This design comes from an exercise in tuning for small area and a short achievable clock period on the open sky130 flow, not from production work. Function was not checked in any run shown here: the RTL went through the layout flow alone. Power figures rest on the tool's default switching activity, not on a simulated workload.

==> flow/design.v <==
`default_nettype none
package lj_pkg;
	localparam int CELL_ID_WIDTH  = 2;             
	localparam int CELL_POS_WIDTH = 6;             
	localparam int MAG_WIDTH      = 6;             
	localparam int ACC_WIDTH   = 32;               
	localparam int COUNT_WIDTH = 8;                
	localparam int CMAG_WIDTH  = 14;
	localparam int PROD_WIDTH  = CMAG_WIDTH + MAG_WIDTH;    
	localparam int FORCE_SHIFT = 6;
	localparam int QH_WIDTH    = PROD_WIDTH - FORCE_SHIFT;
endpackage
`default_nettype wire
`timescale 1ns/1ns
`default_nettype none
import lj_pkg::*;
module pair_decode (
	input  logic [lj_pkg::CELL_ID_WIDTH-1:0]   hc,
	input  logic [lj_pkg::CELL_ID_WIDTH-1:0]   nc,
	input  logic [lj_pkg::CELL_POS_WIDTH-1:0]  hp,
	input  logic [lj_pkg::CELL_POS_WIDTH-1:0]  np,
	output logic                               ok,
	output logic                               neg,
	output logic [lj_pkg::MAG_WIDTH-1:0]       mag
);
	logic       up;                                
	logic       dn;                                
	logic [6:0] dp;                                
	logic       dp_neg;
	logic       dp_pos;
	always_comb begin
		up = 1'b0;
		dn = 1'b0;
		case ({hc, nc})
			4'b00_01, 4'b01_10, 4'b10_00: up = 1'b1;
			4'b00_10, 4'b01_00, 4'b10_01: dn = 1'b1;
			default: ;
		endcase
	end
	assign dp     = {1'b0, np} - {1'b0, hp};
	assign dp_neg = dp[6];
	assign dp_pos = ~dp[6] & (dp[5:0] != 6'd0);
	assign neg    = dn | (~up & dp_neg);
	assign ok     = up ? dp_neg : (dn ? dp_pos : 1'b1);
	assign mag    = neg ? (hp - np) : dp[5:0];
endmodule
module lj_sumsq (
	input  logic [5:0]  a,
	input  logic [5:0]  b,
	input  logic [5:0]  c,
	output logic [13:0] ra,      
	output logic [13:0] rb
);
	logic t1;
	logic t2;
	logic t3;
	logic t4;
	logic t5;
	logic t6;
	logic t7;
	logic t8;
	logic t9;
	logic t10;
	logic t11;
	logic t12;
	logic t13;
	logic t14;
	logic t15;
	logic t16;
	logic t17;
	logic t18;
	logic t19;
	logic t20;
	logic t21;
	logic t22;
	logic t23;
	logic t24;
	logic t25;
	logic t26;
	logic t27;
	logic t28;
	logic t29;
	logic t30;
	logic t31;
	logic t32;
	logic t33;
	logic t34;
	logic t35;
	logic t36;
	logic t37;
	logic t38;
	logic t39;
	logic t40;
	logic t41;
	logic t42;
	logic t43;
	logic t44;
	logic t45;
	logic t46;
	logic t47;
	logic t48;
	logic t49;
	logic t50;
	logic t51;
	logic t52;
	logic t53;
	logic t54;
	logic t55;
	logic t56;
	logic t57;
	logic t58;
	logic t59;
	logic t60;
	logic t61;
	logic t62;
	logic t63;
	logic t64;
	logic t65;
	logic t66;
	logic t67;
	logic t68;
	logic t69;
	logic t70;
	logic t71;
	logic t72;
	logic t73;
	logic t74;
	logic t75;
	logic t76;
	logic t77;
	logic t78;
	logic t79;
	logic t80;
	logic t81;
	logic t82;
	logic t83;
	logic t84;
	logic t85;
	logic t86;
	logic t87;
	logic t88;
	logic t89;
	logic t90;
	logic t91;
	logic t92;
	logic t93;
	logic t94;
	logic t95;
	logic t96;
	logic t97;
	logic t98;
	logic t99;
	logic t100;
	logic t101;
	logic t102;
	logic t103;
	logic t104;
	logic t105;
	logic t106;
	logic t107;
	logic t108;
	logic t109;
	logic t110;
	logic t111;
	logic t112;
	logic t113;
	logic t114;
	logic t115;
	logic t116;
	logic t117;
	logic t118;
	logic t119;
	logic t120;
	logic t121;
	logic t122;
	logic t123;
	logic t124;
	logic t125;
	logic t126;
	logic t127;
	logic t128;
	logic t129;
	logic t130;
	logic t131;
	logic t132;
	logic t133;
	logic t134;
	logic t135;
	logic t136;
	logic t137;
	assign t1 = a[0] & a[1];
	assign t2 = a[0] & a[2];
	assign t3 = a[0] & a[3];
	assign t4 = a[0] & a[4];
	assign t5 = a[0] & a[5];
	assign t6 = a[1] & a[2];
	assign t7 = a[1] & a[3];
	assign t8 = a[1] & a[4];
	assign t9 = a[1] & a[5];
	assign t10 = a[2] & a[3];
	assign t11 = a[2] & a[4];
	assign t12 = a[2] & a[5];
	assign t13 = a[3] & a[4];
	assign t14 = a[3] & a[5];
	assign t15 = a[4] & a[5];
	assign t16 = b[0] & b[1];
	assign t17 = b[0] & b[2];
	assign t18 = b[0] & b[3];
	assign t19 = b[0] & b[4];
	assign t20 = b[0] & b[5];
	assign t21 = b[1] & b[2];
	assign t22 = b[1] & b[3];
	assign t23 = b[1] & b[4];
	assign t24 = b[1] & b[5];
	assign t25 = b[2] & b[3];
	assign t26 = b[2] & b[4];
	assign t27 = b[2] & b[5];
	assign t28 = b[3] & b[4];
	assign t29 = b[3] & b[5];
	assign t30 = b[4] & b[5];
	assign t31 = c[0] & c[1];
	assign t32 = c[0] & c[2];
	assign t33 = c[0] & c[3];
	assign t34 = c[0] & c[4];
	assign t35 = c[0] & c[5];
	assign t36 = c[1] & c[2];
	assign t37 = c[1] & c[3];
	assign t38 = c[1] & c[4];
	assign t39 = c[1] & c[5];
	assign t40 = c[2] & c[3];
	assign t41 = c[2] & c[4];
	assign t42 = c[2] & c[5];
	assign t43 = c[3] & c[4];
	assign t44 = c[3] & c[5];
	assign t45 = c[4] & c[5];
	assign t46 = t5 ^ t8 ^ t10;
	assign t47 = (t5 & t8) | (t5 & t10) | (t8 & t10);
	assign t48 = a[3] ^ t20;
	assign t49 = a[3] & t20;
	assign t50 = t3 ^ t6 ^ a[2];
	assign t51 = (t3 & t6) | (t3 & a[2]) | (t6 & a[2]);
	assign t52 = t18 ^ t21;
	assign t53 = t18 & t21;
	assign t54 = t4 ^ t7 ^ t19;
	assign t55 = (t4 & t7) | (t4 & t19) | (t7 & t19);
	assign t56 = t46 ^ t48 ^ t23;
	assign t57 = (t46 & t48) | (t46 & t23) | (t48 & t23);
	assign t58 = t25 ^ b[3] ^ t35;
	assign t59 = (t25 & b[3]) | (t25 & t35) | (b[3] & t35);
	assign t60 = t47 ^ t49 ^ t9;
	assign t61 = (t47 & t49) | (t47 & t9) | (t49 & t9);
	assign t62 = t11 ^ t24 ^ t26;
	assign t63 = (t11 & t24) | (t11 & t26) | (t24 & t26);
	assign t64 = t12 ^ t13 ^ a[4];
	assign t65 = (t12 & t13) | (t12 & a[4]) | (t13 & a[4]);
	assign t66 = t27 ^ t28 ^ b[4];
	assign t67 = (t27 & t28) | (t27 & b[4]) | (t28 & b[4]);
	assign t68 = t42 ^ t43;
	assign t69 = t42 & t43;
	assign t70 = t1 ^ a[1] ^ t16;
	assign t71 = (t1 & a[1]) | (t1 & t16) | (a[1] & t16);
	assign t72 = t50 ^ t52 ^ b[2];
	assign t73 = (t50 & t52) | (t50 & b[2]) | (t52 & b[2]);
	assign t74 = t51 ^ t53 ^ t54;
	assign t75 = (t51 & t53) | (t51 & t54) | (t53 & t54);
	assign t76 = t22 ^ t34;
	assign t77 = t22 & t34;
	assign t78 = t55 ^ t56 ^ t58;
	assign t79 = (t55 & t56) | (t55 & t58) | (t56 & t58);
	assign t80 = t38 ^ t40 ^ c[3];
	assign t81 = (t38 & t40) | (t38 & c[3]) | (t40 & c[3]);
	assign t82 = t57 ^ t59 ^ t60;
	assign t83 = (t57 & t59) | (t57 & t60) | (t59 & t60);
	assign t84 = t62 ^ t39 ^ t41;
	assign t85 = (t62 & t39) | (t62 & t41) | (t39 & t41);
	assign t86 = t61 ^ t63 ^ t64;
	assign t87 = (t61 & t63) | (t61 & t64) | (t63 & t64);
	assign t88 = t66 ^ t68 ^ c[4];
	assign t89 = (t66 & t68) | (t66 & c[4]) | (t68 & c[4]);
	assign t90 = t65 ^ t67 ^ t69;
	assign t91 = (t65 & t67) | (t65 & t69) | (t67 & t69);
	assign t92 = t14 ^ t29 ^ t44;
	assign t93 = (t14 & t29) | (t14 & t44) | (t29 & t44);
	assign t94 = t15 ^ a[5] ^ t30;
	assign t95 = (t15 & a[5]) | (t15 & t30) | (a[5] & t30);
	assign t96 = b[5] ^ t45 ^ c[5];
	assign t97 = (b[5] & t45) | (b[5] & c[5]) | (t45 & c[5]);
	assign t98 = t70 ^ b[1];
	assign t99 = t70 & b[1];
	assign t100 = t71 ^ t2 ^ t17;
	assign t101 = (t71 & t2) | (t71 & t17) | (t2 & t17);
	assign t102 = t72 ^ t33 ^ t36;
	assign t103 = (t72 & t33) | (t72 & t36) | (t33 & t36);
	assign t104 = t73 ^ t74 ^ t76;
	assign t105 = (t73 & t74) | (t73 & t76) | (t74 & t76);
	assign t106 = t75 ^ t77 ^ t78;
	assign t107 = (t75 & t77) | (t75 & t78) | (t77 & t78);
	assign t108 = t79 ^ t81 ^ t82;
	assign t109 = (t79 & t81) | (t79 & t82) | (t81 & t82);
	assign t110 = t83 ^ t85 ^ t86;
	assign t111 = (t83 & t85) | (t83 & t86) | (t85 & t86);
	assign t112 = t87 ^ t89 ^ t90;
	assign t113 = (t87 & t89) | (t87 & t90) | (t89 & t90);
	assign t114 = t91 ^ t93 ^ t94;
	assign t115 = (t91 & t93) | (t91 & t94) | (t93 & t94);
	assign t116 = a[0] ^ b[0];
	assign t117 = a[0] & b[0];
	assign t118 = t98 ^ t31;
	assign t119 = t98 & t31;
	assign t120 = t99 ^ t100 ^ t32;
	assign t121 = (t99 & t100) | (t99 & t32) | (t100 & t32);
	assign t122 = t101 ^ t102 ^ c[2];
	assign t123 = (t101 & t102) | (t101 & c[2]) | (t102 & c[2]);
	assign t124 = t103 ^ t104 ^ t37;
	assign t125 = (t103 & t104) | (t103 & t37) | (t104 & t37);
	assign t126 = t105 ^ t106 ^ t80;
	assign t127 = (t105 & t106) | (t105 & t80) | (t106 & t80);
	assign t128 = t107 ^ t108 ^ t84;
	assign t129 = (t107 & t108) | (t107 & t84) | (t108 & t84);
	assign t130 = t109 ^ t110 ^ t88;
	assign t131 = (t109 & t110) | (t109 & t88) | (t110 & t88);
	assign t132 = t111 ^ t112 ^ t92;
	assign t133 = (t111 & t112) | (t111 & t92) | (t112 & t92);
	assign t134 = t113 ^ t114 ^ t96;
	assign t135 = (t113 & t114) | (t113 & t96) | (t114 & t96);
	assign t136 = t115 ^ t95 ^ t97;
	assign t137 = (t115 & t95) | (t115 & t97) | (t95 & t97);
	assign ra = {1'b0, t137, t135, t133, t131, t129, t127, t125, t123, t121, t119, t118, t117, t116};
	assign rb = {1'b0, 1'b0, t136, t134, t132, t130, t128, t126, t124, t122, t120, c[1], 1'b0, c[0]};
endmodule
`default_nettype wire
`timescale 1ns/1ns
`default_nettype none
import lj_pkg::*;
module force_execute (
	input  logic                               en,
	input  logic [7:0]                         tab,      
	output logic                               csign,
	output logic [lj_pkg::CMAG_WIDTH-1:0]      cmag
);
	logic                         t_sign;
	logic [lj_pkg::CMAG_WIDTH-1:0] t_mag;
	always_comb begin
		case (tab)
			8'd0: begin t_sign = 1'b0; t_mag = 14'd16000; end   
			8'd1: begin t_sign = 1'b0; t_mag = 14'd15745; end   
			8'd2: begin t_sign = 1'b0; t_mag = 14'd15490; end   
			8'd3: begin t_sign = 1'b0; t_mag = 14'd15235; end   
			8'd4: begin t_sign = 1'b0; t_mag = 14'd14980; end   
			8'd5: begin t_sign = 1'b0; t_mag = 14'd14725; end   
			8'd6: begin t_sign = 1'b0; t_mag = 14'd14470; end   
			8'd7: begin t_sign = 1'b0; t_mag = 14'd14215; end   
			8'd8: begin t_sign = 1'b0; t_mag = 14'd13960; end   
			8'd9: begin t_sign = 1'b0; t_mag = 14'd13705; end   
			8'd10: begin t_sign = 1'b0; t_mag = 14'd13450; end   
			8'd11: begin t_sign = 1'b0; t_mag = 14'd13195; end   
			8'd12: begin t_sign = 1'b0; t_mag = 14'd12940; end   
			8'd13: begin t_sign = 1'b0; t_mag = 14'd12685; end   
			8'd14: begin t_sign = 1'b0; t_mag = 14'd12430; end   
			8'd15: begin t_sign = 1'b0; t_mag = 14'd12175; end   
			8'd16: begin t_sign = 1'b0; t_mag = 14'd11920; end   
			8'd17: begin t_sign = 1'b0; t_mag = 14'd11665; end   
			8'd18: begin t_sign = 1'b0; t_mag = 14'd11410; end   
			8'd19: begin t_sign = 1'b0; t_mag = 14'd11155; end   
			8'd20: begin t_sign = 1'b0; t_mag = 14'd10900; end   
			8'd21: begin t_sign = 1'b0; t_mag = 14'd10645; end   
			8'd22: begin t_sign = 1'b0; t_mag = 14'd10390; end   
			8'd23: begin t_sign = 1'b0; t_mag = 14'd10135; end   
			8'd24: begin t_sign = 1'b0; t_mag = 14'd9880; end   
			8'd25: begin t_sign = 1'b0; t_mag = 14'd9625; end   
			8'd26: begin t_sign = 1'b0; t_mag = 14'd9370; end   
			8'd27: begin t_sign = 1'b0; t_mag = 14'd9115; end   
			8'd28: begin t_sign = 1'b0; t_mag = 14'd8860; end   
			8'd29: begin t_sign = 1'b0; t_mag = 14'd8605; end   
			8'd30: begin t_sign = 1'b0; t_mag = 14'd8350; end   
			8'd31: begin t_sign = 1'b0; t_mag = 14'd8095; end   
			8'd32: begin t_sign = 1'b0; t_mag = 14'd8000; end   
			8'd33: begin t_sign = 1'b0; t_mag = 14'd7800; end   
			8'd34: begin t_sign = 1'b0; t_mag = 14'd7600; end   
			8'd35: begin t_sign = 1'b0; t_mag = 14'd7400; end   
			8'd36: begin t_sign = 1'b0; t_mag = 14'd7200; end   
			8'd37: begin t_sign = 1'b0; t_mag = 14'd7000; end   
			8'd38: begin t_sign = 1'b0; t_mag = 14'd6800; end   
			8'd39: begin t_sign = 1'b0; t_mag = 14'd6600; end   
			8'd40: begin t_sign = 1'b0; t_mag = 14'd6400; end   
			8'd41: begin t_sign = 1'b0; t_mag = 14'd6200; end   
			8'd42: begin t_sign = 1'b0; t_mag = 14'd6000; end   
			8'd43: begin t_sign = 1'b0; t_mag = 14'd5800; end   
			8'd44: begin t_sign = 1'b0; t_mag = 14'd5600; end   
			8'd45: begin t_sign = 1'b0; t_mag = 14'd5400; end   
			8'd46: begin t_sign = 1'b0; t_mag = 14'd5200; end   
			8'd47: begin t_sign = 1'b0; t_mag = 14'd5000; end   
			8'd48: begin t_sign = 1'b0; t_mag = 14'd4800; end   
			8'd49: begin t_sign = 1'b0; t_mag = 14'd4600; end   
			8'd50: begin t_sign = 1'b0; t_mag = 14'd4400; end   
			8'd51: begin t_sign = 1'b0; t_mag = 14'd4200; end   
			8'd52: begin t_sign = 1'b0; t_mag = 14'd4000; end   
			8'd53: begin t_sign = 1'b0; t_mag = 14'd3800; end   
			8'd54: begin t_sign = 1'b0; t_mag = 14'd3600; end   
			8'd55: begin t_sign = 1'b0; t_mag = 14'd3400; end   
			8'd56: begin t_sign = 1'b0; t_mag = 14'd3200; end   
			8'd57: begin t_sign = 1'b0; t_mag = 14'd3000; end   
			8'd58: begin t_sign = 1'b0; t_mag = 14'd2800; end   
			8'd59: begin t_sign = 1'b0; t_mag = 14'd2600; end   
			8'd60: begin t_sign = 1'b0; t_mag = 14'd2400; end   
			8'd61: begin t_sign = 1'b0; t_mag = 14'd2200; end   
			8'd62: begin t_sign = 1'b0; t_mag = 14'd2000; end   
			8'd63: begin t_sign = 1'b0; t_mag = 14'd1800; end   
			8'd64: begin t_sign = 1'b0; t_mag = 14'd1800; end   
			8'd65: begin t_sign = 1'b0; t_mag = 14'd1740; end   
			8'd66: begin t_sign = 1'b0; t_mag = 14'd1680; end   
			8'd67: begin t_sign = 1'b0; t_mag = 14'd1620; end   
			8'd68: begin t_sign = 1'b0; t_mag = 14'd1560; end   
			8'd69: begin t_sign = 1'b0; t_mag = 14'd1500; end   
			8'd70: begin t_sign = 1'b0; t_mag = 14'd1440; end   
			8'd71: begin t_sign = 1'b0; t_mag = 14'd1380; end   
			8'd72: begin t_sign = 1'b0; t_mag = 14'd1320; end   
			8'd73: begin t_sign = 1'b0; t_mag = 14'd1260; end   
			8'd74: begin t_sign = 1'b0; t_mag = 14'd1200; end   
			8'd75: begin t_sign = 1'b0; t_mag = 14'd1140; end   
			8'd76: begin t_sign = 1'b0; t_mag = 14'd1080; end   
			8'd77: begin t_sign = 1'b0; t_mag = 14'd1020; end   
			8'd78: begin t_sign = 1'b0; t_mag = 14'd960; end   
			8'd79: begin t_sign = 1'b0; t_mag = 14'd900; end   
			8'd80: begin t_sign = 1'b0; t_mag = 14'd840; end   
			8'd81: begin t_sign = 1'b0; t_mag = 14'd780; end   
			8'd82: begin t_sign = 1'b0; t_mag = 14'd720; end   
			8'd83: begin t_sign = 1'b0; t_mag = 14'd660; end   
			8'd84: begin t_sign = 1'b0; t_mag = 14'd600; end   
			8'd85: begin t_sign = 1'b0; t_mag = 14'd540; end   
			8'd86: begin t_sign = 1'b0; t_mag = 14'd480; end   
			8'd87: begin t_sign = 1'b0; t_mag = 14'd420; end   
			8'd88: begin t_sign = 1'b0; t_mag = 14'd360; end   
			8'd89: begin t_sign = 1'b0; t_mag = 14'd300; end   
			8'd90: begin t_sign = 1'b0; t_mag = 14'd240; end   
			8'd91: begin t_sign = 1'b0; t_mag = 14'd180; end   
			8'd92: begin t_sign = 1'b0; t_mag = 14'd120; end   
			8'd93: begin t_sign = 1'b0; t_mag = 14'd60; end   
			8'd94: begin t_sign = 1'b0; t_mag = 14'd0; end   
			8'd95: begin t_sign = 1'b1; t_mag = 14'd60; end   
			8'd96: begin t_sign = 1'b1; t_mag = 14'd60; end   
			8'd97: begin t_sign = 1'b1; t_mag = 14'd68; end   
			8'd98: begin t_sign = 1'b1; t_mag = 14'd76; end   
			8'd99: begin t_sign = 1'b1; t_mag = 14'd84; end   
			8'd100: begin t_sign = 1'b1; t_mag = 14'd92; end   
			8'd101: begin t_sign = 1'b1; t_mag = 14'd100; end   
			8'd102: begin t_sign = 1'b1; t_mag = 14'd108; end   
			8'd103: begin t_sign = 1'b1; t_mag = 14'd116; end   
			8'd104: begin t_sign = 1'b1; t_mag = 14'd124; end   
			8'd105: begin t_sign = 1'b1; t_mag = 14'd132; end   
			8'd106: begin t_sign = 1'b1; t_mag = 14'd140; end   
			8'd107: begin t_sign = 1'b1; t_mag = 14'd148; end   
			8'd108: begin t_sign = 1'b1; t_mag = 14'd156; end   
			8'd109: begin t_sign = 1'b1; t_mag = 14'd164; end   
			8'd110: begin t_sign = 1'b1; t_mag = 14'd172; end   
			8'd111: begin t_sign = 1'b1; t_mag = 14'd180; end   
			8'd112: begin t_sign = 1'b1; t_mag = 14'd188; end   
			8'd113: begin t_sign = 1'b1; t_mag = 14'd196; end   
			8'd114: begin t_sign = 1'b1; t_mag = 14'd204; end   
			8'd115: begin t_sign = 1'b1; t_mag = 14'd212; end   
			8'd116: begin t_sign = 1'b1; t_mag = 14'd220; end   
			8'd117: begin t_sign = 1'b1; t_mag = 14'd228; end   
			8'd118: begin t_sign = 1'b1; t_mag = 14'd236; end   
			8'd119: begin t_sign = 1'b1; t_mag = 14'd244; end   
			8'd120: begin t_sign = 1'b1; t_mag = 14'd252; end   
			8'd121: begin t_sign = 1'b1; t_mag = 14'd260; end   
			8'd122: begin t_sign = 1'b1; t_mag = 14'd268; end   
			8'd123: begin t_sign = 1'b1; t_mag = 14'd276; end   
			8'd124: begin t_sign = 1'b1; t_mag = 14'd284; end   
			8'd125: begin t_sign = 1'b1; t_mag = 14'd292; end   
			8'd126: begin t_sign = 1'b1; t_mag = 14'd300; end   
			8'd127: begin t_sign = 1'b1; t_mag = 14'd308; end   
			8'd128: begin t_sign = 1'b1; t_mag = 14'd310; end   
			8'd129: begin t_sign = 1'b1; t_mag = 14'd313; end   
			8'd130: begin t_sign = 1'b1; t_mag = 14'd316; end   
			8'd131: begin t_sign = 1'b1; t_mag = 14'd319; end   
			8'd132: begin t_sign = 1'b1; t_mag = 14'd322; end   
			8'd133: begin t_sign = 1'b1; t_mag = 14'd325; end   
			8'd134: begin t_sign = 1'b1; t_mag = 14'd328; end   
			8'd135: begin t_sign = 1'b1; t_mag = 14'd331; end   
			8'd136: begin t_sign = 1'b1; t_mag = 14'd334; end   
			8'd137: begin t_sign = 1'b1; t_mag = 14'd337; end   
			8'd138: begin t_sign = 1'b1; t_mag = 14'd340; end   
			8'd139: begin t_sign = 1'b1; t_mag = 14'd343; end   
			8'd140: begin t_sign = 1'b1; t_mag = 14'd346; end   
			8'd141: begin t_sign = 1'b1; t_mag = 14'd349; end   
			8'd142: begin t_sign = 1'b1; t_mag = 14'd352; end   
			8'd143: begin t_sign = 1'b1; t_mag = 14'd355; end   
			8'd144: begin t_sign = 1'b1; t_mag = 14'd358; end   
			8'd145: begin t_sign = 1'b1; t_mag = 14'd361; end   
			8'd146: begin t_sign = 1'b1; t_mag = 14'd364; end   
			8'd147: begin t_sign = 1'b1; t_mag = 14'd367; end   
			8'd148: begin t_sign = 1'b1; t_mag = 14'd370; end   
			8'd149: begin t_sign = 1'b1; t_mag = 14'd373; end   
			8'd150: begin t_sign = 1'b1; t_mag = 14'd376; end   
			8'd151: begin t_sign = 1'b1; t_mag = 14'd379; end   
			8'd152: begin t_sign = 1'b1; t_mag = 14'd382; end   
			8'd153: begin t_sign = 1'b1; t_mag = 14'd385; end   
			8'd154: begin t_sign = 1'b1; t_mag = 14'd388; end   
			8'd155: begin t_sign = 1'b1; t_mag = 14'd391; end   
			8'd156: begin t_sign = 1'b1; t_mag = 14'd394; end   
			8'd157: begin t_sign = 1'b1; t_mag = 14'd397; end   
			8'd158: begin t_sign = 1'b1; t_mag = 14'd400; end   
			8'd159: begin t_sign = 1'b1; t_mag = 14'd403; end   
			8'd160: begin t_sign = 1'b1; t_mag = 14'd400; end   
			8'd161: begin t_sign = 1'b1; t_mag = 14'd401; end   
			8'd162: begin t_sign = 1'b1; t_mag = 14'd402; end   
			8'd163: begin t_sign = 1'b1; t_mag = 14'd403; end   
			8'd164: begin t_sign = 1'b1; t_mag = 14'd404; end   
			8'd165: begin t_sign = 1'b1; t_mag = 14'd405; end   
			8'd166: begin t_sign = 1'b1; t_mag = 14'd406; end   
			8'd167: begin t_sign = 1'b1; t_mag = 14'd407; end   
			8'd168: begin t_sign = 1'b1; t_mag = 14'd408; end   
			8'd169: begin t_sign = 1'b1; t_mag = 14'd409; end   
			8'd170: begin t_sign = 1'b1; t_mag = 14'd410; end   
			8'd171: begin t_sign = 1'b1; t_mag = 14'd411; end   
			8'd172: begin t_sign = 1'b1; t_mag = 14'd412; end   
			8'd173: begin t_sign = 1'b1; t_mag = 14'd413; end   
			8'd174: begin t_sign = 1'b1; t_mag = 14'd414; end   
			8'd175: begin t_sign = 1'b1; t_mag = 14'd415; end   
			8'd176: begin t_sign = 1'b1; t_mag = 14'd416; end   
			8'd177: begin t_sign = 1'b1; t_mag = 14'd417; end   
			8'd178: begin t_sign = 1'b1; t_mag = 14'd418; end   
			8'd179: begin t_sign = 1'b1; t_mag = 14'd419; end   
			8'd180: begin t_sign = 1'b1; t_mag = 14'd420; end   
			8'd181: begin t_sign = 1'b1; t_mag = 14'd421; end   
			8'd182: begin t_sign = 1'b1; t_mag = 14'd422; end   
			8'd183: begin t_sign = 1'b1; t_mag = 14'd423; end   
			8'd184: begin t_sign = 1'b1; t_mag = 14'd424; end   
			8'd185: begin t_sign = 1'b1; t_mag = 14'd425; end   
			8'd186: begin t_sign = 1'b1; t_mag = 14'd426; end   
			8'd187: begin t_sign = 1'b1; t_mag = 14'd427; end   
			8'd188: begin t_sign = 1'b1; t_mag = 14'd428; end   
			8'd189: begin t_sign = 1'b1; t_mag = 14'd429; end   
			8'd190: begin t_sign = 1'b1; t_mag = 14'd430; end   
			8'd191: begin t_sign = 1'b1; t_mag = 14'd431; end   
			8'd192: begin t_sign = 1'b1; t_mag = 14'd300; end   
			8'd193: begin t_sign = 1'b1; t_mag = 14'd302; end   
			8'd194: begin t_sign = 1'b1; t_mag = 14'd304; end   
			8'd195: begin t_sign = 1'b1; t_mag = 14'd306; end   
			8'd196: begin t_sign = 1'b1; t_mag = 14'd308; end   
			8'd197: begin t_sign = 1'b1; t_mag = 14'd310; end   
			8'd198: begin t_sign = 1'b1; t_mag = 14'd312; end   
			8'd199: begin t_sign = 1'b1; t_mag = 14'd314; end   
			8'd200: begin t_sign = 1'b1; t_mag = 14'd316; end   
			8'd201: begin t_sign = 1'b1; t_mag = 14'd318; end   
			8'd202: begin t_sign = 1'b1; t_mag = 14'd320; end   
			8'd203: begin t_sign = 1'b1; t_mag = 14'd322; end   
			8'd204: begin t_sign = 1'b1; t_mag = 14'd324; end   
			8'd205: begin t_sign = 1'b1; t_mag = 14'd326; end   
			8'd206: begin t_sign = 1'b1; t_mag = 14'd328; end   
			8'd207: begin t_sign = 1'b1; t_mag = 14'd330; end   
			8'd208: begin t_sign = 1'b1; t_mag = 14'd332; end   
			8'd209: begin t_sign = 1'b1; t_mag = 14'd334; end   
			8'd210: begin t_sign = 1'b1; t_mag = 14'd336; end   
			8'd211: begin t_sign = 1'b1; t_mag = 14'd338; end   
			8'd212: begin t_sign = 1'b1; t_mag = 14'd340; end   
			8'd213: begin t_sign = 1'b1; t_mag = 14'd342; end   
			8'd214: begin t_sign = 1'b1; t_mag = 14'd344; end   
			8'd215: begin t_sign = 1'b1; t_mag = 14'd346; end   
			8'd216: begin t_sign = 1'b1; t_mag = 14'd348; end   
			8'd217: begin t_sign = 1'b1; t_mag = 14'd350; end   
			8'd218: begin t_sign = 1'b1; t_mag = 14'd352; end   
			8'd219: begin t_sign = 1'b1; t_mag = 14'd354; end   
			8'd220: begin t_sign = 1'b1; t_mag = 14'd356; end   
			8'd221: begin t_sign = 1'b1; t_mag = 14'd358; end   
			8'd222: begin t_sign = 1'b1; t_mag = 14'd360; end   
			8'd223: begin t_sign = 1'b1; t_mag = 14'd362; end   
			8'd224: begin t_sign = 1'b1; t_mag = 14'd200; end   
			8'd225: begin t_sign = 1'b1; t_mag = 14'd204; end   
			8'd226: begin t_sign = 1'b1; t_mag = 14'd208; end   
			8'd227: begin t_sign = 1'b1; t_mag = 14'd212; end   
			8'd228: begin t_sign = 1'b1; t_mag = 14'd216; end   
			8'd229: begin t_sign = 1'b1; t_mag = 14'd220; end   
			8'd230: begin t_sign = 1'b1; t_mag = 14'd224; end   
			8'd231: begin t_sign = 1'b1; t_mag = 14'd228; end   
			8'd232: begin t_sign = 1'b1; t_mag = 14'd232; end   
			8'd233: begin t_sign = 1'b1; t_mag = 14'd236; end   
			8'd234: begin t_sign = 1'b1; t_mag = 14'd240; end   
			8'd235: begin t_sign = 1'b1; t_mag = 14'd244; end   
			8'd236: begin t_sign = 1'b1; t_mag = 14'd248; end   
			8'd237: begin t_sign = 1'b1; t_mag = 14'd252; end   
			8'd238: begin t_sign = 1'b1; t_mag = 14'd256; end   
			8'd239: begin t_sign = 1'b1; t_mag = 14'd260; end   
			8'd240: begin t_sign = 1'b1; t_mag = 14'd264; end   
			8'd241: begin t_sign = 1'b1; t_mag = 14'd268; end   
			8'd242: begin t_sign = 1'b1; t_mag = 14'd272; end   
			8'd243: begin t_sign = 1'b1; t_mag = 14'd276; end   
			8'd244: begin t_sign = 1'b1; t_mag = 14'd280; end   
			8'd245: begin t_sign = 1'b1; t_mag = 14'd284; end   
			8'd246: begin t_sign = 1'b1; t_mag = 14'd288; end   
			8'd247: begin t_sign = 1'b1; t_mag = 14'd292; end   
			8'd248: begin t_sign = 1'b1; t_mag = 14'd296; end   
			8'd249: begin t_sign = 1'b1; t_mag = 14'd300; end   
			8'd250: begin t_sign = 1'b1; t_mag = 14'd304; end   
			8'd251: begin t_sign = 1'b1; t_mag = 14'd308; end   
			8'd252: begin t_sign = 1'b1; t_mag = 14'd312; end   
			8'd253: begin t_sign = 1'b1; t_mag = 14'd316; end   
			8'd254: begin t_sign = 1'b1; t_mag = 14'd320; end   
			8'd255: begin t_sign = 1'b1; t_mag = 14'd324; end   
			default: begin t_sign = 1'b0; t_mag = 14'd0; end
		endcase
	end
	assign csign = t_sign;
	assign cmag  = t_mag & {CMAG_WIDTH{en}};
endmodule
module lj_mul (
	input  logic [13:0] c,
	input  logic [5:0]  m,
	output logic [19:0] q
);
	logic t1;
	logic t2;
	logic t3;
	logic t4;
	logic t5;
	logic t6;
	logic t7;
	logic t8;
	logic t9;
	logic t10;
	logic t11;
	logic t12;
	logic t13;
	logic t14;
	logic t15;
	logic t16;
	logic t17;
	logic t18;
	logic t19;
	logic t20;
	logic t21;
	logic t22;
	logic t23;
	logic t24;
	logic t25;
	logic t26;
	logic t27;
	logic t28;
	logic t29;
	logic t30;
	logic t31;
	logic t32;
	logic t33;
	logic t34;
	logic t35;
	logic t36;
	logic t37;
	logic t38;
	logic t39;
	logic t40;
	logic t41;
	logic t42;
	logic t43;
	logic t44;
	logic t45;
	logic t46;
	logic t47;
	logic t48;
	logic t49;
	logic t50;
	logic t51;
	logic t52;
	logic t53;
	logic t54;
	logic t55;
	logic t56;
	logic t57;
	logic t58;
	logic t59;
	logic t60;
	logic t61;
	logic t62;
	logic t63;
	logic t64;
	logic t65;
	logic t66;
	logic t67;
	logic t68;
	logic t69;
	logic t70;
	logic t71;
	logic t72;
	logic t73;
	logic t74;
	logic t75;
	logic t76;
	logic t77;
	logic t78;
	logic t79;
	logic t80;
	logic t81;
	logic t82;
	logic t83;
	logic t84;
	logic t85;
	logic t86;
	logic t87;
	logic t88;
	logic t89;
	logic t90;
	logic t91;
	logic t92;
	logic t93;
	logic t94;
	logic t95;
	logic t96;
	logic t97;
	logic t98;
	logic t99;
	logic t100;
	logic t101;
	logic t102;
	logic t103;
	logic t104;
	logic t105;
	logic t106;
	logic t107;
	logic t108;
	logic t109;
	logic t110;
	logic t111;
	logic t112;
	logic t113;
	logic t114;
	logic t115;
	logic t116;
	logic t117;
	logic t118;
	logic t119;
	logic t120;
	logic t121;
	logic t122;
	logic t123;
	logic t124;
	logic t125;
	logic t126;
	logic t127;
	logic t128;
	logic t129;
	logic t130;
	logic t131;
	logic t132;
	logic t133;
	logic t134;
	logic t135;
	logic t136;
	logic t137;
	logic t138;
	logic t139;
	logic t140;
	logic t141;
	logic t142;
	logic t143;
	logic t144;
	logic t145;
	logic t146;
	logic t147;
	logic t148;
	logic t149;
	logic t150;
	logic t151;
	logic t152;
	logic t153;
	logic t154;
	logic t155;
	logic t156;
	logic t157;
	logic t158;
	logic t159;
	logic t160;
	logic t161;
	logic t162;
	logic t163;
	logic t164;
	logic t165;
	logic t166;
	logic t167;
	logic t168;
	logic t169;
	logic t170;
	logic t171;
	logic t172;
	logic t173;
	logic t174;
	logic t175;
	logic t176;
	logic t177;
	logic t178;
	logic t179;
	logic t180;
	logic t181;
	logic t182;
	logic t183;
	logic t184;
	logic t185;
	logic t186;
	logic t187;
	logic t188;
	assign t1 = c[0] & m[0];
	assign t2 = c[0] & m[1];
	assign t3 = c[0] & m[2];
	assign t4 = c[0] & m[3];
	assign t5 = c[0] & m[4];
	assign t6 = c[0] & m[5];
	assign t7 = c[1] & m[0];
	assign t8 = c[1] & m[1];
	assign t9 = c[1] & m[2];
	assign t10 = c[1] & m[3];
	assign t11 = c[1] & m[4];
	assign t12 = c[1] & m[5];
	assign t13 = c[2] & m[0];
	assign t14 = c[2] & m[1];
	assign t15 = c[2] & m[2];
	assign t16 = c[2] & m[3];
	assign t17 = c[2] & m[4];
	assign t18 = c[2] & m[5];
	assign t19 = c[3] & m[0];
	assign t20 = c[3] & m[1];
	assign t21 = c[3] & m[2];
	assign t22 = c[3] & m[3];
	assign t23 = c[3] & m[4];
	assign t24 = c[3] & m[5];
	assign t25 = c[4] & m[0];
	assign t26 = c[4] & m[1];
	assign t27 = c[4] & m[2];
	assign t28 = c[4] & m[3];
	assign t29 = c[4] & m[4];
	assign t30 = c[4] & m[5];
	assign t31 = c[5] & m[0];
	assign t32 = c[5] & m[1];
	assign t33 = c[5] & m[2];
	assign t34 = c[5] & m[3];
	assign t35 = c[5] & m[4];
	assign t36 = c[5] & m[5];
	assign t37 = c[6] & m[0];
	assign t38 = c[6] & m[1];
	assign t39 = c[6] & m[2];
	assign t40 = c[6] & m[3];
	assign t41 = c[6] & m[4];
	assign t42 = c[6] & m[5];
	assign t43 = c[7] & m[0];
	assign t44 = c[7] & m[1];
	assign t45 = c[7] & m[2];
	assign t46 = c[7] & m[3];
	assign t47 = c[7] & m[4];
	assign t48 = c[7] & m[5];
	assign t49 = c[8] & m[0];
	assign t50 = c[8] & m[1];
	assign t51 = c[8] & m[2];
	assign t52 = c[8] & m[3];
	assign t53 = c[8] & m[4];
	assign t54 = c[8] & m[5];
	assign t55 = c[9] & m[0];
	assign t56 = c[9] & m[1];
	assign t57 = c[9] & m[2];
	assign t58 = c[9] & m[3];
	assign t59 = c[9] & m[4];
	assign t60 = c[9] & m[5];
	assign t61 = c[10] & m[0];
	assign t62 = c[10] & m[1];
	assign t63 = c[10] & m[2];
	assign t64 = c[10] & m[3];
	assign t65 = c[10] & m[4];
	assign t66 = c[10] & m[5];
	assign t67 = c[11] & m[0];
	assign t68 = c[11] & m[1];
	assign t69 = c[11] & m[2];
	assign t70 = c[11] & m[3];
	assign t71 = c[11] & m[4];
	assign t72 = c[11] & m[5];
	assign t73 = c[12] & m[0];
	assign t74 = c[12] & m[1];
	assign t75 = c[12] & m[2];
	assign t76 = c[12] & m[3];
	assign t77 = c[12] & m[4];
	assign t78 = c[12] & m[5];
	assign t79 = c[13] & m[0];
	assign t80 = c[13] & m[1];
	assign t81 = c[13] & m[2];
	assign t82 = c[13] & m[3];
	assign t83 = c[13] & m[4];
	assign t84 = c[13] & m[5];
	assign t85 = t5 ^ t10;
	assign t86 = t5 & t10;
	assign t87 = t6 ^ t11 ^ t16;
	assign t88 = (t6 & t11) | (t6 & t16) | (t11 & t16);
	assign t89 = t21 ^ t26;
	assign t90 = t21 & t26;
	assign t91 = t12 ^ t17 ^ t22;
	assign t92 = (t12 & t17) | (t12 & t22) | (t17 & t22);
	assign t93 = t27 ^ t32 ^ t37;
	assign t94 = (t27 & t32) | (t27 & t37) | (t32 & t37);
	assign t95 = t18 ^ t23 ^ t28;
	assign t96 = (t18 & t23) | (t18 & t28) | (t23 & t28);
	assign t97 = t33 ^ t38 ^ t43;
	assign t98 = (t33 & t38) | (t33 & t43) | (t38 & t43);
	assign t99 = t24 ^ t29 ^ t34;
	assign t100 = (t24 & t29) | (t24 & t34) | (t29 & t34);
	assign t101 = t39 ^ t44 ^ t49;
	assign t102 = (t39 & t44) | (t39 & t49) | (t44 & t49);
	assign t103 = t30 ^ t35 ^ t40;
	assign t104 = (t30 & t35) | (t30 & t40) | (t35 & t40);
	assign t105 = t45 ^ t50 ^ t55;
	assign t106 = (t45 & t50) | (t45 & t55) | (t50 & t55);
	assign t107 = t36 ^ t41 ^ t46;
	assign t108 = (t36 & t41) | (t36 & t46) | (t41 & t46);
	assign t109 = t51 ^ t56 ^ t61;
	assign t110 = (t51 & t56) | (t51 & t61) | (t56 & t61);
	assign t111 = t42 ^ t47 ^ t52;
	assign t112 = (t42 & t47) | (t42 & t52) | (t47 & t52);
	assign t113 = t57 ^ t62 ^ t67;
	assign t114 = (t57 & t62) | (t57 & t67) | (t62 & t67);
	assign t115 = t48 ^ t53 ^ t58;
	assign t116 = (t48 & t53) | (t48 & t58) | (t53 & t58);
	assign t117 = t63 ^ t68 ^ t73;
	assign t118 = (t63 & t68) | (t63 & t73) | (t68 & t73);
	assign t119 = t54 ^ t59 ^ t64;
	assign t120 = (t54 & t59) | (t54 & t64) | (t59 & t64);
	assign t121 = t69 ^ t74 ^ t79;
	assign t122 = (t69 & t74) | (t69 & t79) | (t74 & t79);
	assign t123 = t60 ^ t65 ^ t70;
	assign t124 = (t60 & t65) | (t60 & t70) | (t65 & t70);
	assign t125 = t75 ^ t80;
	assign t126 = t75 & t80;
	assign t127 = t66 ^ t71 ^ t76;
	assign t128 = (t66 & t71) | (t66 & t76) | (t71 & t76);
	assign t129 = t4 ^ t9;
	assign t130 = t4 & t9;
	assign t131 = t85 ^ t15 ^ t20;
	assign t132 = (t85 & t15) | (t85 & t20) | (t15 & t20);
	assign t133 = t86 ^ t87 ^ t89;
	assign t134 = (t86 & t87) | (t86 & t89) | (t87 & t89);
	assign t135 = t88 ^ t90 ^ t91;
	assign t136 = (t88 & t90) | (t88 & t91) | (t90 & t91);
	assign t137 = t92 ^ t94 ^ t95;
	assign t138 = (t92 & t94) | (t92 & t95) | (t94 & t95);
	assign t139 = t96 ^ t98 ^ t99;
	assign t140 = (t96 & t98) | (t96 & t99) | (t98 & t99);
	assign t141 = t100 ^ t102 ^ t103;
	assign t142 = (t100 & t102) | (t100 & t103) | (t102 & t103);
	assign t143 = t104 ^ t106 ^ t107;
	assign t144 = (t104 & t106) | (t104 & t107) | (t106 & t107);
	assign t145 = t108 ^ t110 ^ t111;
	assign t146 = (t108 & t110) | (t108 & t111) | (t110 & t111);
	assign t147 = t112 ^ t114 ^ t115;
	assign t148 = (t112 & t114) | (t112 & t115) | (t114 & t115);
	assign t149 = t116 ^ t118 ^ t119;
	assign t150 = (t116 & t118) | (t116 & t119) | (t118 & t119);
	assign t151 = t120 ^ t122 ^ t123;
	assign t152 = (t120 & t122) | (t120 & t123) | (t122 & t123);
	assign t153 = t124 ^ t126 ^ t127;
	assign t154 = (t124 & t126) | (t124 & t127) | (t126 & t127);
	assign t155 = t128 ^ t72 ^ t77;
	assign t156 = (t128 & t72) | (t128 & t77) | (t72 & t77);
	assign t157 = t3 ^ t8;
	assign t158 = t3 & t8;
	assign t159 = t129 ^ t14 ^ t19;
	assign t160 = (t129 & t14) | (t129 & t19) | (t14 & t19);
	assign t161 = t130 ^ t131 ^ t25;
	assign t162 = (t130 & t131) | (t130 & t25) | (t131 & t25);
	assign t163 = t132 ^ t133 ^ t31;
	assign t164 = (t132 & t133) | (t132 & t31) | (t133 & t31);
	assign t165 = t134 ^ t135 ^ t93;
	assign t166 = (t134 & t135) | (t134 & t93) | (t135 & t93);
	assign t167 = t136 ^ t137 ^ t97;
	assign t168 = (t136 & t137) | (t136 & t97) | (t137 & t97);
	assign t169 = t138 ^ t139 ^ t101;
	assign t170 = (t138 & t139) | (t138 & t101) | (t139 & t101);
	assign t171 = t140 ^ t141 ^ t105;
	assign t172 = (t140 & t141) | (t140 & t105) | (t141 & t105);
	assign t173 = t142 ^ t143 ^ t109;
	assign t174 = (t142 & t143) | (t142 & t109) | (t143 & t109);
	assign t175 = t144 ^ t145 ^ t113;
	assign t176 = (t144 & t145) | (t144 & t113) | (t145 & t113);
	assign t177 = t146 ^ t147 ^ t117;
	assign t178 = (t146 & t147) | (t146 & t117) | (t147 & t117);
	assign t179 = t148 ^ t149 ^ t121;
	assign t180 = (t148 & t149) | (t148 & t121) | (t149 & t121);
	assign t181 = t150 ^ t151 ^ t125;
	assign t182 = (t150 & t151) | (t150 & t125) | (t151 & t125);
	assign t183 = t152 ^ t153 ^ t81;
	assign t184 = (t152 & t153) | (t152 & t81) | (t153 & t81);
	assign t185 = t154 ^ t155 ^ t82;
	assign t186 = (t154 & t155) | (t154 & t82) | (t155 & t82);
	assign t187 = t156 ^ t78 ^ t83;
	assign t188 = (t156 & t78) | (t156 & t83) | (t78 & t83);
	assign q = {1'b0, t188, t186, t184, t182, t180, t178, t176, t174, t172, t170, t168, t166, t164, t162, t160, t158, t157, t2, t1}
	         + {1'b0, t84, t187, t185, t183, t181, t179, t177, t175, t173, t171, t169, t167, t165, t163, t161, t159, t13, t7, 1'b0};
endmodule
`default_nettype wire
`timescale 1ns/1ns
`default_nettype none
import lj_pkg::*;
module force_accumulate (
	input  logic                                clk,
	input  logic                                clr,
	input  logic                                s,
	input  logic                                cin,      
	input  logic [lj_pkg::QH_WIDTH-1:0]         x,        
	output logic [lj_pkg::ACC_WIDTH-1:0]        acc
);
	localparam int HW = ACC_WIDTH - QH_WIDTH;        
	logic [ACC_WIDTH-1:0]         base;
	logic [QH_WIDTH+1:0]          lo;              
	logic                         c;
	logic                         inc;
	logic                         dec;
	logic [HW-1:0]                hi;
	logic [HW:0]                  all1;            
	logic [HW:0]                  all0;            
	assign base = clr ? '0 : acc;
	assign lo   = {1'b0, base[QH_WIDTH-1:0], 1'b1} + {1'b0, x, cin};
	assign c    = lo[QH_WIDTH+1];
	assign inc  = c & ~s;
	assign dec  = s & ~c;
	assign hi   = base[ACC_WIDTH-1:QH_WIDTH];
	assign all1[0] = 1'b1;
	assign all0[0] = 1'b1;
	genvar i;
	generate
		for (i = 0; i < HW; i++) begin : g_hi
			assign all1[i+1] = all1[i] & hi[i];
			assign all0[i+1] = all0[i] & ~hi[i];
		end
	endgenerate
	always_ff @(posedge clk) begin
		acc <= {hi ^ (({HW{inc}} & all1[HW-1:0]) | ({HW{dec}} & all0[HW-1:0])), lo[QH_WIDTH:1]};
	end
endmodule
`default_nettype wire
`timescale 1ns/1ns
`default_nettype none
import lj_pkg::*;
module lj_pair_top (
	input  logic                                   clk,
	input  logic                                   rst_n,
	input  logic                                   pair_valid,
	input  logic                                   pair_last,
	input  logic [3*lj_pkg::CELL_ID_WIDTH-1:0]     home_cell,
	input  logic [3*lj_pkg::CELL_ID_WIDTH-1:0]     nbr_cell,
	input  logic [3*lj_pkg::CELL_POS_WIDTH-1:0]    home_pos,
	input  logic [3*lj_pkg::CELL_POS_WIDTH-1:0]    nbr_pos,
	output logic                                   force_valid,
	output logic signed [lj_pkg::ACC_WIDTH-1:0]    force_x,
	output logic signed [lj_pkg::ACC_WIDTH-1:0]    force_y,
	output logic signed [lj_pkg::ACC_WIDTH-1:0]    force_z,
	output logic [lj_pkg::COUNT_WIDTH-1:0]         pair_count
);
	localparam int MW = MAG_WIDTH;
	localparam int CW = CMAG_WIDTH;
	localparam int QW = QH_WIDTH;
	logic [2:0]        ok0;
	logic [2:0]        neg0;
	logic [3*MW-1:0]   mag0;
	genvar a;
	generate
		for (a = 0; a < 3; a++) begin : g_axis
			pair_decode dec_i (
				.hc(home_cell[a*CELL_ID_WIDTH +: CELL_ID_WIDTH]),
				.nc(nbr_cell[a*CELL_ID_WIDTH +: CELL_ID_WIDTH]),
				.hp(home_pos[a*CELL_POS_WIDTH +: CELL_POS_WIDTH]),
				.np(nbr_pos[a*CELL_POS_WIDTH +: CELL_POS_WIDTH]),
				.ok(ok0[a]), .neg(neg0[a]), .mag(mag0[a*MW +: MW])
			);
		end
	endgenerate
	logic              v1, last1;
	logic [2:0]        neg1;
	logic [3*MW-1:0]   mag1;
	always_ff @(posedge clk or negedge rst_n) begin
		if (!rst_n) begin
			v1    <= 1'b0;
			last1 <= 1'b0;
		end else begin
			v1    <= pair_valid & (&ok0);
			last1 <= pair_valid & pair_last;
		end
	end
	always_ff @(posedge clk) begin
		neg1 <= neg0;
		mag1 <= mag0;
	end
	logic [13:0]       ra1, rb1;                   
	logic              big1;                       
	lj_sumsq sumsq_i (.a(mag1[0 +: MW]), .b(mag1[MW +: MW]), .c(mag1[2*MW +: MW]),
		.ra(ra1), .rb(rb1));
	assign big1 = (mag1[5:2] != 4'd0) | (mag1[MW+5:MW+2] != 4'd0) | (mag1[2*MW+5:2*MW+2] != 4'd0);
	logic              v2, last2, big2;
	logic [13:0]       ra2, rb2;
	logic [2:0]        neg2;
	logic [3*MW-1:0]   mag2;
	always_ff @(posedge clk or negedge rst_n) begin
		if (!rst_n) begin
			v2    <= 1'b0;
			last2 <= 1'b0;
		end else begin
			v2    <= v1;
			last2 <= last1;
		end
	end
	always_ff @(posedge clk) begin
		big2 <= big1;
		ra2  <= ra1;
		rb2  <= rb1;
		neg2 <= neg1;
		mag2 <= mag1;
	end
	logic [13:0]       r2;
	logic              en2;
	logic              csign;
	logic [CW-1:0]     cmag;
	assign r2  = ra2 + rb2;
	assign en2 = v2 & (r2[13:12] == 2'b00) & (big2 | r2[4]);
	force_execute coef_i (.en(en2), .tab(r2[11:4]), .csign(csign), .cmag(cmag));
	logic              en3, last3;
	logic [2:0]        s3;
	logic [CW-1:0]     cmag3;
	logic [3*MW-1:0]   mag3;
	always_ff @(posedge clk or negedge rst_n) begin
		if (!rst_n) begin
			en3   <= 1'b0;
			last3 <= 1'b0;
		end else begin
			en3   <= en2;
			last3 <= last2;
		end
	end
	always_ff @(posedge clk) begin
		s3    <= neg2 ^ {3{csign}};
		cmag3 <= cmag;
		mag3  <= mag2;
	end
	logic [3*QW-1:0]   x3;
	logic [2:0]        cin3;
	generate
		for (a = 0; a < 3; a++) begin : g_mul
			logic [PROD_WIDTH-1:0] q;
			lj_mul mul_i (.c(cmag3), .m(mag3[a*MW +: MW]), .q(q));
			assign x3[a*QW +: QW] = q[PROD_WIDTH-1:FORCE_SHIFT] ^ {QW{s3[a]}};
			assign cin3[a]        = s3[a] & (q[FORCE_SHIFT-1:0] == '0);
		end
	endgenerate
	logic              en4, last4;
	logic [2:0]        s4;
	logic [2:0]        cin4;
	logic [3*QW-1:0]   x4;
	always_ff @(posedge clk or negedge rst_n) begin
		if (!rst_n) begin
			en4   <= 1'b0;
			last4 <= 1'b0;
		end else begin
			en4   <= en3;
			last4 <= last3;
		end
	end
	always_ff @(posedge clk) begin
		s4   <= s3;
		cin4 <= cin3;
		x4   <= x3;
	end
	logic              clr_x, clr_y, clr_z, clr_n;    
	always_ff @(posedge clk or negedge rst_n) begin
		if (!rst_n) begin
			force_valid <= 1'b0;
			clr_x       <= 1'b1;
			clr_y       <= 1'b1;
			clr_z       <= 1'b1;
			clr_n       <= 1'b1;
		end else begin
			force_valid <= last4;
			clr_x       <= last4 | (clr_x & ~en4);
			clr_y       <= last4 | (clr_y & ~en4);
			clr_z       <= last4 | (clr_z & ~en4);
			clr_n       <= last4 | (clr_n & ~en4);
		end
	end
	force_accumulate acc_x (.clk(clk), .clr(clr_x), .s(s4[2]), .cin(cin4[2]),
		.x(x4[2*QW +: QW]), .acc(force_x));
	force_accumulate acc_y (.clk(clk), .clr(clr_y), .s(s4[1]), .cin(cin4[1]),
		.x(x4[QW +: QW]), .acc(force_y));
	force_accumulate acc_z (.clk(clk), .clr(clr_z), .s(s4[0]), .cin(cin4[0]),
		.x(x4[0 +: QW]), .acc(force_z));
	always_ff @(posedge clk) begin
		pair_count <= (clr_n ? '0 : pair_count) + {{(COUNT_WIDTH-1){1'b0}}, en4};
	end
endmodule
`default_nettype wire
==> flow/run.sh <==
#!/bin/bash
# synth_recipe.tcl (not shown) runs the flow's synth.tcl, then flattens the netlist and writes it again
# the make line also repeats each setting of config.mk as NAME=value (left out here)
make -C /OpenROAD-flow-scripts/flow DESIGN_CONFIG=/design/flow/config.mk WORK_HOME=/design/flow/orfs CLKGATE_MAP_FILE= SYNTH_SCRIPT=/design/flow/synth_recipe.tcl finish
==> flow/config.mk <==
export PLATFORM = sky130hd
export DESIGN_NAME = lj_pair_top
export DESIGN_NICKNAME = lj_pair_top
export VERILOG_FILES = /design/flow/design.v
export SDC_FILE = /design/flow/constraint.sdc
export NUM_CORES = 4
export LEC_CHECK = 0
export CAP_MARGIN = 20
export CORE_MARGIN = 2
export CORE_UTILIZATION = 40
export SETUP_SLACK_MARGIN = 5
export SLEW_MARGIN = 20
==> flow/constraint.sdc <==
create_clock -name core_clock -period 9.5 [get_ports {clk}]
set_input_delay 1.9000 -clock core_clock [delete_from_list [all_inputs] [get_ports {clk}]]
set_output_delay 1.9000 -clock core_clock [all_outputs]
set_load 0.01 [all_outputs]
==> impl_results.md, run 1 <==
* Outcome: timing/DRC/antenna clean
* Worst-path clk slew at 50 ps
* Post-synth EDFFs at 0
* Final Max Tran Viols at 0
* Setup tns final at 0 ps
* Rows at 88
* Nets at 3277
* Finish-stage setup viols at 0
* Initial core utilization at 0.406
* Crit share post-route at 0.457
* CTS Sinks at 265
* Global route total overflow at 0
* R2R Path Start: clr_x
* Die width at 247 µm
* Vias per cell at 5.26
* Yosys cell types at 90
* Synth Area in Adders at 0.257
* WHS Path Cells at 0
* Final Hold Viols at 0
* Cells after synthesis at 2726
* Min-delay worst type: flop to flop
* Max Root-Sink Buffers at 3
* Initial antenna violation count at 1
* Asr flop ratio synth at 0.0491
* Layout Skew at 16.3 ps
* LEAKAGE at 0.0124 µW
* Post-Synthesis Cell Area at 0.0236 mm²
* Worst Slack Setup Final at 5160 ps
* H-tree levels at 1
* Cts bufs inserted at 31
* Bufs and invs on worst path at 2
* Detailed Route WL at 55200 µm
* Unrepaired setup endpoints after global routing: yes
* First-pass GRT wire length at 92900 µm
* Main flop type after synthesis: dfxtp_1
* Complex-gate fraction of the synthesized area at 0.151
* Post-synthesis register bit count at 265
* Hold_ws at 323 ps
* PD cells at 366 mW/mm²
* Layout cells sized above 1 at 0.0782
* WS Path Type: input pin to flop
* Tot Pwr at 10000 µW
* HP Start: mag2[15]
* Largest net degree at the start of global routing at 31
* Reg2Reg Depth at 20
* Placeable Area at 0.0580 mm²
* Wire length per cell at 15.2 µm
* DIE HEIGHT at 247 µm
* Slowest stage delay, CP at 480 ps
* Peak supply drop at 0.284 mV
* IO Pins at 157
* Highest clock rate at 230 MHz
* GP Congestion at 0.874
* CP Data Arrival Time at 4850 ps
* Largest family of logic cells by synthesized area: adder cells
* Antenna cells at 0
* Count of TritonRoute iterations in the first routing pass at 5
* DP HPWL at 41100 µm
* Synth Net Count at 3150
* Crit path max-delay cell type: clkdlybuf4s50_1
* Data required, critical path at 10010 ps
* CTS tree: yes
* Worst setup SP type: input pin
* CP Cell Sequence: clkdlybuf4s50_1, inv_1, ha_1, fa_1, nand2b_1, a21bo_2, a21boi_0, o21a_1, nor2_1, maj3_1, a21oi_2, mux2i_1
* Vias in the first global route at 19000
* Post-synthesis mux area share at 0.00982
* Antenna Nets Post-Route at 0
* Top delay family on crit path: adder cells
* Synth warn at 4
* XOR/XNOR Fraction of Synth Area at 0.0650
* Critical R2R Capture: acc_x.acc[31]
* Tmin final at 4340 ps
* Avg Cell Area, Syn at 8.64 µm²
* Area after DPL at 0.0258 mm²
* Drc violations at 0
* Area delta synth->final at 16.4%
* Total GRT Usage at 0.182
* Slew headroom at 0.291
* Iter 0 DRT Violations at 937
* Count of input and output buffers at 156
* Simple-gate share of the synthesized area at 0.220
* Die footprint at 0.0609 mm²
* Worst reg2reg setup slack at 5230 ps
* CP Capture Type: flop
* Post-synthesis sequential area ratio at 0.228
* Pre-CTS setup slack at 4260 ps
* DR vias at 19200
* Slew of the pin with the lowest slew margin at 1060 ps
* Cell area after layout at 0.0274 mm²
* Root buf cell: clkbuf_16
* Worst-Skew Late Latency at 590 ps
* MaxCap Viol Count at 0
* Post-CTS Hold Buffers at 0
* Worst-path fanout max at 6
* WHS Endpoint: mag3[15]
cells by family after synthesis:
kind of cell,after synthesis
xor+xnor,175
fa+ha+maj,375
flops,265
mux,22
buf+inv,424
compound gates,527
simple gates,938
per-stage QoR:
step / instances / utilization
floorplan: 2726 / -
global placement: 3554 / 0.445
detailed placement: 3554 / 0.445
CTS: 3627 / 0.468
global route: 3641 / 0.473
finish: 3641 / 0.473
sequential cells by signal, summed over array words and instances, names as in the netlist, 9 cells and up:
name,flops
cmag3,14
mag1,18
mag3,18
acc_z.acc,32
acc_y.acc,32
rb2,9
mag2,18
acc_x.acc,32
ra2,13
x4,42
repair_timing:
| item | in CTS | in global routing |
|---|---|---|
| setup endpoints to repair | 31 | 28 |
| buffers inserted | 14 | 14 |
| pin swaps | 9 | 15 |
| resized for setup | 33 | 45 |
| cloned | 3 | 0 |
how the worst max path moves through the flow:
stage / from / to / slack, ps / cells after the start
after global routing: cmag3[11] / x4[27] / 4900 / 13
after floorplan: clr_z / acc_z.acc[31] / 4970 / 21
after CTS: clr_z / acc_z.acc[31] / 4950 / 20
after global placement: clr_z / acc_z.acc[31] / 4440 / 20
final: nbr_pos[12] / mag1[13] / 5160 / 12
after detailed placement: clr_z / acc_z.acc[31] / 4260 / 20
metal layers:
layer | vias up | GRT usage | wire length (µm)
met5 | - | 0 | 0
met4 | 0 | 0.0390 | 777
met3 | 57 | 0.0208 | 2490
met2 | 413 | 0.314 | 26600
met1 | 9230 | 0.243 | 25300
li1 | 9451 | - | -
power breakdown:
part	internal [µW]	total (µW)	switching, µW
Combinational	2930	6660	3730
Clock	720	1220	500
Sequential	1630	2170	540
Total	5280	10000	4770
layout by cell type (no fill, tap or decap), drive strengths merged, types with 12 or more instances in the layout:
master         netlist  layout
inv                319     323
and2               256     256
dfxtp              252     252
ha                 188     188
fa                 184     184
clkdlybuf4s50        0     156
nand2              147     147
nor2               136     136
a21oi              121     121
o21ai              120     120
xnor2              107     107
nor2b               74      74
xor2                68      68
nor3                68      68
nand2b              60      60
nand3               59      59
buf                 27      40
clkbuf              78      39
a21o                32      32
a221oi              29      29
or2                 27      27
or3                 24      24
a31oi               23      23
and3                20      20
o211ai              19      19
a211oi              19      19
o22ai               17      17
nor4                15      15
a311oi              14      14
o21a                13      13
mux2i               13      13
nand3b              12      12
nor3b               12      12
final cells by class:
| cell class | count | area (µm²) |
|---|---|---|
| fill | 5507 | 30600 |
| multi-input combinational | 2037 | 16800 |
| sequential | 265 | 5430 |
| timing repair buffer | 199 | 1990 |
| inverter | 319 | 1200 |
| tap | 765 | 957 |
| clock buffer | 39 | 856 |
| clock inverter | 17 | 190 |
cell usage after synthesis, types with 14 or more instances:
cell type | number | area share
nand2_1 | 147 | 0.023
nor2_1 | 135 | 0.022
nor3_1 | 64 | 0.014
o22ai_1 | 17 | 0.0045
nand3_1 | 59 | 0.013
a21o_1 | 32 | 0.010
nor2b_1 | 74 | 0.020
or2_2 | 24 | 0.0064
nand2b_1 | 60 | 0.016
xor2_1 | 68 | 0.025
and2_1 | 256 | 0.068
inv_1 | 318 | 0.051
o21ai_0 | 113 | 0.024
or3_1 | 24 | 0.0064
ha_1 | 188 | 0.10
and3_1 | 20 | 0.0053
buf_2 | 21 | 0.0045
a31oi_1 | 23 | 0.0061
fa_1 | 184 | 0.16
clkbuf_1 | 78 | 0.012
a21oi_1 | 121 | 0.026
dfxtp_1 | 252 | 0.21
a211oi_1 | 17 | 0.0054
o211ai_1 | 19 | 0.0061
xnor2_1 | 107 | 0.040
a311oi_1 | 14 | 0.0052
a221oi_1 | 27 | 0.010
==> inputs of run 2 (changes only) <==
--- a/flow/config.mk
+++ b/flow/config.mk
@@ -8,5 +8,5 @@
 export CAP_MARGIN = 20
 export CORE_MARGIN = 2
-export CORE_UTILIZATION = 40
+export CORE_UTILIZATION = 60
 export SETUP_SLACK_MARGIN = 5
 export SLEW_MARGIN = 20
==> run 2 against run 1 <==
Combinational power is 0.9% lower. Power is 0.65% lower. Sequential share of layout area is 0.36 points higher. Clock power hardly changed. Register-to-register slack worse by 70 ps. Fmax is 0.20% higher. Final area is 1.9% lower. Clock-buffer cell count is 5 higher. Critical path type is now flop to flop. Largest power group unchanged. Highest routed layer unchanged.
==> impl_results.md, run 2 <==
* Outcome: timing/DRC/antenna clean
* Cts bufs inserted at 31 (unchanged)
* Reg2Reg Depth at 21 (+5.0%)
* Final Max Tran Viols at 0 (unchanged)
* Final Hold Viols at 0 (unchanged)
* Pre-CTS setup slack at 4450 ps (+184 ps)
* Clk network pwr share at 0.122 (about the same)
* Post-synth top cells: 318 x inv_1, 256 x and2_1, 252 x dfxtp_1
* Asr flop ratio synth at 0.0491 (unchanged)
* Most common cell in the netlist: inv_1
* WHS Path Cells at 0 (unchanged)
* Rows at 72 (-18%)
* Worst-path clk slew at 60 ps (about the same)
* Vias per cell at 5.70 (+8.4%)
* Unrepaired setup endpoints after global routing: yes
* Drc violations at 0 (unchanged)
* DP HPWL at 40400 µm (-1.8%)
* Most frequent cells in the layout: 318 x inv_1, 256 x and2_1, 231 x dfxtp_1
* Initial antenna violation count at 0 (-1)
* CP Capture Type: flop
* First-pass GRT wire length at 90200 µm (-2.9%)
* Largest Register: x4
* Initial core utilization at 0.608 (+0.202)
* Root buf cell: clkbuf_16
* Cells after synthesis at 2726 (unchanged)
* Max reg flops at 42 (unchanged)
* Iter 0 DRT Violations at 960 (+2.5%)
* Layout cells sized above 1 at 0.0713 (-0.00698)
* Count of input and output buffers at 156 (unchanged)
* LEAKAGE at 0.0123 µW (-0.98%)
* Critical R2R Capture: acc_z.acc[31]
* Multi-input logic area at 0.0167 mm² (-0.40%)
* DIE HEIGHT at 202 µm (-18%)
* Main flop type after synthesis: dfxtp_1
* Min-delay worst type: flop to flop
* Share of the synthesized area in the top cell type at 0.214 (unchanged)
* Cell-internal power at 5260 µW (-0.39%)
* Area delta synth->final at 14.2%
* HP Start: mag2[11]
* Die width at 202 µm (-18%)
* PD cells at 371 mW/mm² (+1.3%)
* WHS Endpoint: mag3[11]
* Met3 Wirelength at 2460 µm (-1.4%)
* Slowest stage delay, CP at 570 ps (+90 ps)
* CP Data Arrival Time at 4830 ps (-20 ps)
* Hold_ws at 311 ps (-11.6 ps)
* H-tree levels at 1 (unchanged)
* CTS Sinks at 265 (unchanged)
* Flop pwr share at 0.217 (about the same)
* R2R Path Start: clr_z
* IO Pins at 157 (unchanged)
* Setup tns final at 0 ps (unchanged)
* MaxCap Viol Count at 0 (unchanged)
* Post-synthesis mux area share at 0.00982 (unchanged)
* Nets at 3262 (-0.46%)
* Total GRT Usage at 0.262 (+0.0804)
* Worst reg2reg setup slack at 5160 ps (-70 ps)
* Post-synthesis sequential area ratio at 0.228 (unchanged)
* Fill cell count at 3129 (-43%)
* Slew of the pin with the lowest slew margin at 1120 ps (+56.7 ps)
* Crit share post-route at 0.456 (-0.000915)
* Crit path max-delay cell type: dfstp_2
* Seq. cell area at 0.00542 mm² (about the same)
* Largest net degree at the start of global routing at 46 (+48%)
* Post-synthesis register bit count at 265 (unchanged)
* Worst setup SP type: flop
* Synth Net Count at 3150 (unchanged)
* Synth Area in Adders at 0.257 (unchanged)
* Slew headroom at 0.251 (-0.0401)
* Avg Cell Area, Syn at 8.64 µm² (unchanged)
* Wire length per cell at 15.8 µm (+4.2%)
* Worst Slack Setup Final at 5160 ps (+8.69 ps)
* Share of power burned in combinational logic at 0.661 (-0.002)
* Placeable Area at 0.0387 mm² (-33%)
* Highest routed layer: met4
* Met2 wire length at 26100 µm (-1.9%)
* Antenna Nets Post-Route at 0 (unchanged)
* Metal-1 WL at 23100 µm (-8.4%)
* CTS tree: yes
* Worst-path fanout max at 14 (+8)
* Detailed Route WL at 53400 µm (-3.2%)
* Data required, critical path at 10000 ps (about the same)
* Finish-stage setup viols at 0 (unchanged)
* WS Path Type: flop to flop
* GP Congestion at 0.881 (+0.81%)
* Net Sw Power at 4720 µW (-0.93%)
* Layout Skew at 28.2 ps (+11.9 ps)
* Global route total overflow at 0 (unchanged)
* Vias in the first global route at 19000 (+0.011%)
* Post-CTS Hold Buffers at 0 (unchanged)
* Switching Fraction at 0.473 (-0.00136)
* Complex-gate fraction of the synthesized area at 0.151 (unchanged)
* Yosys cell types at 90 (unchanged)
* Worst-Skew Late Latency at 580 ps (about the same)
* Die footprint at 0.0409 mm² (-33%)
* Synth warn at 4 (unchanged)
* DR vias at 19300 (+0.67%)
* XOR/XNOR Fraction of Synth Area at 0.0650 (unchanged)
* Simple-gate share of the synthesized area at 0.220 (unchanged)
* Peak supply drop at 0.674 mV (+140%)
* Largest family of logic cells by synthesized area: adder cells
* Post-synth EDFFs at 0 (unchanged)
* Max Root-Sink Buffers at 3 (unchanged)
* Count of TritonRoute iterations in the first routing pass at 6 (+1)
* Tmin final at 4340 ps (-8.69 ps)
* Post-Synthesis Cell Area at 0.0236 mm² (unchanged)
* Highest clock rate at 231 MHz (+0.20%)
* Commonest non-fill, non-tap cell in the layout: inv_1
* CP Cell Sequence: buf_12, nand2b_1, inv_1, ha_1, a21o_1, a21o_1, a21oi_2, o21ai_1, a41oi_2, a21oi_2, a31o_2, a31o_2, ha_4, nand3_4, nor4_4, nand2_2, nor3_4, and3_4, nand3_1, or4b_1, o211ai_1
* Leading area contributor after synthesis: dfxtp_1
* Synth area leaders: dfxtp_1 21%, fa_1 16%, ha_1 10%
[run 2: cell counts after synthesis]
Identical to the previous run, type by type.
[run 2: worst max-delay path by stage]
| stage | slack [ps] | to | start |
|---|---|---|---|
| finish | 5160 | acc_z.acc[31] | clr_z |
| global route | 4930 | acc_y.acc[31] | clr_y |
| CTS | 5010 | x4[11] | cmag3[0] |
| detailed placement | 4450 | acc_y.acc[31] | clr_y |
| global placement | 4520 | acc_y.acc[31] | clr_y |
| floorplan | 4970 | acc_z.acc[31] | clr_z |
[run 2: area by class of cell]
| type | instances | share of cell area |
|---|---|---|
| multi-input cells | 2037 | 0.622 |
| flip-flops and latches | 265 | 0.201 |
| repair buffers | 184 | 0.0684 |
| inverters | 319 | 0.0445 |
| clock buffers | 44 | 0.0329 |
| well taps | 518 | 0.0241 |
| clock inverters | 14 | 0.00642 |
| diodes | 1 | 0.0000930 |
[run 2: routing by layer]
| layer | vias to the layer above | global-route usage |
|---|---|---|
| li1 | 9415 | - |
| met1 | 9301 | 0.337 |
| met2 | 473 | 0.460 |
| met3 | 91 | 0.0332 |
| met4 | 0 | 0.0798 |
| met5 | - | 0 |
[run 2: repair_timing]
action / in CTS / in global routing
setup buffers: 12 / 4
pin swaps: 10 / 8
endpoints found under the setup margin: 27 / 33
gates cloned: 2 / 0
gates resized for setup: 24 / 41
[run 2: critical path, delay by kind of cell, from the launching register on]
family          cells  cell delay [ps]
buf+inv             2              200
fa+ha+maj           2              430
compound gates      9             1430
simple gates        8             1580
flops               1              570
[run 2: kinds of logic after synthesis]
| logic type | Yosys count |
|---|---|
| multiplexers | 22 |
| adder cells (fa/ha/maj) | 375 |
| flip-flops | 265 |
| AO/OA/AOI/OAI | 527 |
| buffers and inverters | 424 |
| XOR/XNOR | 175 |
| AND/OR/NAND/NOR | 938 |
[run 2: per-stage QoR]
stage	cell area, µm²	utilization	total power, µW	cells
after CTS	26800	0.691	9920	3377
after global placement	25500	0.658	8420	3305
after detailed placement	25500	0.658	8550	3305
final	26900	0.695	9980	3382
after floorplan	23600	-	6880	2726
after global routing	26900	0.695	10900	3381
[run 2: power by group through the flow]
| stage | clock network [µW] | logic [µW] | registers [µW] |
|---|---|---|---|
| final | 1220 | 6600 | 2170 |
| after global routing | 1290 | 7370 | 2240 |
| after CTS | 1250 | 6510 | 2160 |
| after detailed placement | 0 | 6360 | 2190 |
| after global placement | 0 | 6240 | 2180 |
| after floorplan | 0 | 4920 | 1960 |

[port drivers added, routing unchanged]
The flow's constraints put no driver on any port. The routed layouts listed below were extracted and timed again, unchanged, in two steps.
Step 1, drivers: a clkbuf_16 drives clk and a buf_2 each remaining input, both assumed.
Step 2, shift: input delay + t, output delay - t, t = (earliest + latest rising clock arrival at the registers) / 2. This alone moves slack from input paths to output paths.
a / b / c = ideal ports / drivers / drivers and shift; a / b = the first two.
run | t (ns) | slack for setup (ns) | hold WS [ns] | worst setup path at the end | worst data-port slew with drivers (ns)
run 1 | 0.642 | 5.156 / 5.191 / 4.549 | 0.323 / 0.323 / 0.323 | input to register | 0.06
run 2 | 0.625 | 5.164 / 5.164 / 4.596 | 0.311 / 0.311 / 0.311 | input to register | 0.04
After both steps every run listed still meets setup and hold. For run 1, which loses most, drivers alone change the setup slack by +0.035 ns; drivers and shift together by -0.607 ns.
